Background: an optimization exercise with open tools, aiming at small area, a short achievable clock period and few clock cycles per item. Do not read the settings as production practice. The RTL was checked by simulation tests, not by an equivalence proof against the original design.

before:
==> module scan_ctrl, before the edit <==
module scan_ctrl (
    input  logic clk_i,
    input  logic rst_ni,
    input  logic start_req_i,
    input  logic free_i,         
    input  logic last_batch_i,
    output logic start_ack_o,
    output logic load_o,
    output logic lsel_o,         
    output logic adv_o,
    output logic run_o
);
    logic ack_q;
    logic run_q;
    assign adv_o  = run_q && free_i;
    assign load_o = start_req_i && !ack_q && (!run_q || (adv_o && last_batch_i));
    assign lsel_o = start_req_i && !ack_q && (!run_q || last_batch_i);
    always_ff @(posedge clk_i or negedge rst_ni) begin
        if (!rst_ni) begin
            ack_q <= 1'b0;
            run_q <= 1'b0;
        end else begin
            if (load_o) begin
                ack_q <= 1'b1;
            end else if (!start_req_i) begin
                ack_q <= 1'b0;
            end
            if (load_o) begin
                run_q <= 1'b1;
            end else if (adv_o && last_batch_i) begin
                run_q <= 1'b0;
            end
        end
    end
    assign start_ack_o = ack_q;
    assign run_o       = run_q;
endmodule
==> module chien_search, before the edit <==
module chien_search #(
    parameter int LANES = 16,
    parameter int DEPTH = 4
) (
    input  logic                 clk_i,
    input  logic                 rst_ni,
    input  logic                 start_req_i,
    input  logic                 root_ack_i,
    input  logic [119:0]         sigma_i,
    output logic                 start_ack_o,
    output logic                 root_req_o,
    output logic                 done_o,
    output logic [9:0]           root_pos_o,
    output logic [3:0]           root_count_o
);
    localparam int CW_LEN = 544;
    localparam int NUM_BATCH = CW_LEN / LANES + 1;
    localparam int LW = $clog2(LANES);
    logic       load;
    logic       lsel;
    logic       adv;
    logic       run;
    logic       free;
    logic       first_batch;
    logic       last_batch;
    logic       end_batch;
    logic       all_found;
    logic [9-LW:0] batch;
    logic [119:0]     term_q;
    logic [119:0]     term_step;
    logic [LANES-1:0] zero_vec;
    logic [LANES-1:0] z_q;
    logic             zv_q;
    logic [9-LW:0]    zb_q;
    logic             zfirst_q;
    logic             zlast_q;
    logic             zend_q;
    logic [1:0]       zpar_q;
    logic [3:0] deg_d;
    logic       dvalid_d;
    logic [3:0] deg_q;
    logic [3:0] deg1_q;
    logic [3:0] deg2_q;
    logic       dvalid_q;
    logic [1:0] epar_q;
    scan_ctrl u_ctrl (
        .clk_i        (clk_i),
        .rst_ni       (rst_ni),
        .start_req_i  (start_req_i),
        .free_i       (free),
        .last_batch_i (end_batch),
        .start_ack_o  (start_ack_o),
        .load_o       (load),
        .lsel_o       (lsel),
        .adv_o        (adv),
        .run_o        (run)
    );
    batch_counter #(.NUM_BATCH(NUM_BATCH), .BW(10-LW)) u_cnt (
        .clk_i        (clk_i),
        .rst_ni       (rst_ni),
        .load_i       (load),
        .advance_i    (adv),
        .batch_o       (batch),
        .first_batch_o (first_batch),
        .last_batch_o  (last_batch)
    );
    gf_mul u_step (
        .t_i (term_q),
        .p_o (term_step)
    );
    always_ff @(posedge clk_i) begin
        if (load || adv) begin
            term_q <= lsel ? sigma_i : term_step;
        end
    end
    chien_lane u_lanes (
        .t_i    (term_q),
        .zero_o (zero_vec)
    );
    assign end_batch = last_batch || all_found;
    always_comb begin
        deg_d    = '0;
        dvalid_d = 1'b0;
        for (int j = 0; j <= 11; j++) begin
            if (sigma_i[10*j +: 10] != '0) begin
                deg_d    = 4'(j);
                dvalid_d = 1'b1;
            end
        end
    end
    always_ff @(posedge clk_i or negedge rst_ni) begin
        if (!rst_ni) begin
            deg_q    <= '0;
            deg1_q   <= '0;
            deg2_q   <= '0;
            dvalid_q <= 1'b0;
            epar_q   <= '0;
        end else if (load) begin
            deg_q    <= deg_d;
            deg1_q   <= deg_d - 4'd1;
            deg2_q   <= deg_d - 4'd2;
            dvalid_q <= dvalid_d;
            epar_q   <= epar_q + 1'b1;
        end
    end
    always_ff @(posedge clk_i) begin
        z_q <= zero_vec;
        if (adv) begin
            zb_q     <= batch;
            zfirst_q <= first_batch;
            zlast_q  <= last_batch;
            zend_q   <= end_batch;
            zpar_q   <= epar_q;
        end
    end
    always_ff @(posedge clk_i or negedge rst_ni) begin
        if (!rst_ni) begin
            zv_q <= 1'b0;
        end else begin
            zv_q <= adv;
        end
    end
    root_serializer #(.LANES(LANES), .DEPTH(DEPTH)) u_ser (
        .clk_i        (clk_i),
        .rst_ni       (rst_ni),
        .zv_i         (zv_q),
        .zero_i       (z_q),
        .batch_i      (zb_q),
        .first_i      (zfirst_q),
        .last_i       (zlast_q),
        .end_i        (zend_q),
        .par_i        (zpar_q),
        .epar_i       (epar_q),
        .deg_i        (deg_q),
        .deg1_i       (deg1_q),
        .deg2_i       (deg2_q),
        .dvalid_i     (dvalid_q),
        .found_o      (all_found),
        .root_ack_i   (root_ack_i),
        .free_o       (free),
        .root_req_o   (root_req_o),
        .root_pos_o   (root_pos_o),
        .done_o       (done_o),
        .root_count_o (root_count_o)
    );
endmodule
clock: 5.0 ns
lec_check: 0
cap_margin: 20
core_margin: 2
core_utilization: 25
setup_slack_margin: 1.5
slew_margin: 20
run.sh (not shown) runs the stock make flow with config.mk's settings and CLKGATE_MAP_FILE= SYNTH_SCRIPT=/design/flow/synth_recipe.tcl, a recipe that flattens the netlist after the stock synthesis.
Testbench counts of before, summed over its fixed seeds: cycles 7,400, items 256.
#### Input delta (after over before)
--- a/flow/design.v
+++ b/flow/design.v
@@ -2476,7 +2476,6 @@
     input  logic last_batch_i,
     output logic start_ack_o,
     output logic load_o,
-    output logic lsel_o,         
     output logic adv_o,
     output logic run_o
 );
@@ -2484,7 +2483,6 @@
     logic run_q;
     assign adv_o  = run_q && free_i;
     assign load_o = start_req_i && !ack_q && (!run_q || (adv_o && last_batch_i));
-    assign lsel_o = start_req_i && !ack_q && (!run_q || last_batch_i);
     always_ff @(posedge clk_i or negedge rst_ni) begin
         if (!rst_ni) begin
             ack_q <= 1'b0;
@@ -2707,7 +2705,6 @@
     localparam int NUM_BATCH = CW_LEN / LANES + 1;
     localparam int LW = $clog2(LANES);
     logic       load;
-    logic       lsel;
     logic       adv;
     logic       run;
     logic       free;
@@ -2741,7 +2738,6 @@
         .last_batch_i (end_batch),
         .start_ack_o  (start_ack_o),
         .load_o       (load),
-        .lsel_o       (lsel),
         .adv_o        (adv),
         .run_o        (run)
     );
@@ -2759,8 +2755,10 @@
         .p_o (term_step)
     );
     always_ff @(posedge clk_i) begin
-        if (load || adv) begin
-            term_q <= lsel ? sigma_i : term_step;
+        if (load) begin
+            term_q <= sigma_i;
+        end else if (adv) begin
+            term_q <= term_step;
         end
     end
     chien_lane u_lanes (
[summary]
The initial antenna violation count in after sits 4 above the value recorded for before. Diff after and before: minimum setup slack after placement higher in after. Of the two candidates, before has the worse final area and after the better one. Routability-driven placement congestion ratio went up slightly going from before to after. after vs before: inverter count of the layout excluding clock inverters up in after. Looking only at critical path depth, and setting everything else aside, the higher value of after and before goes to before. Total routing usage reported by global routing, after and before, lower one = after. Met2 wirelength from detailed routing: after < before. Going from before to after, wire length down 14000 um; final clock period utilization by the worst path down 1.6 points; worst-case setup margin in the final layout up 0.079 ns. From before to after the numbers moved as follows: number of well taps has increased; xor-xnor portion of the synthesized cell area has decreased.
Testbench counts of after, summed over its fixed seeds: cycles 7,400, items 256.

afterwards: timing with drivers on the ports:
Ports are ideal in the flow. The routed layouts listed here were re-timed in OpenROAD. Step 1 (the two cells are an assumption about what drives the block):
set clk [get_ports {clk_i}]
set_driving_cell -lib_cell sky130_fd_sc_hd__clkbuf_16 $clk
set_driving_cell -lib_cell sky130_fd_sc_hd__buf_2 [delete_from_list [all_inputs] $clk]
Step 2 moves the port delays by t, midway between the first and last clock arrival at a register: inputs arrive t later, outputs are due t later. That takes back most of the time a late clock gives input paths. Slacks: ideal ports / drivers / drivers and shift; pairs: ideal ports / drivers.
run	shift t [ns]	setup slack, ns	worst setup path after step 2	latest minus earliest clock arrival (ns)
before	0.719	1.285 / 1.285 / 0.847	input to register	0.034 / 0.034
after	0.702	1.365 / 1.365 / 0.902	input to register	0.074 / 0.074
After both steps setup and hold are still met in every run listed. For after, which loses most, drivers alone change the setup slack by 0.000 ns; drivers and shift together by -0.463 ns.
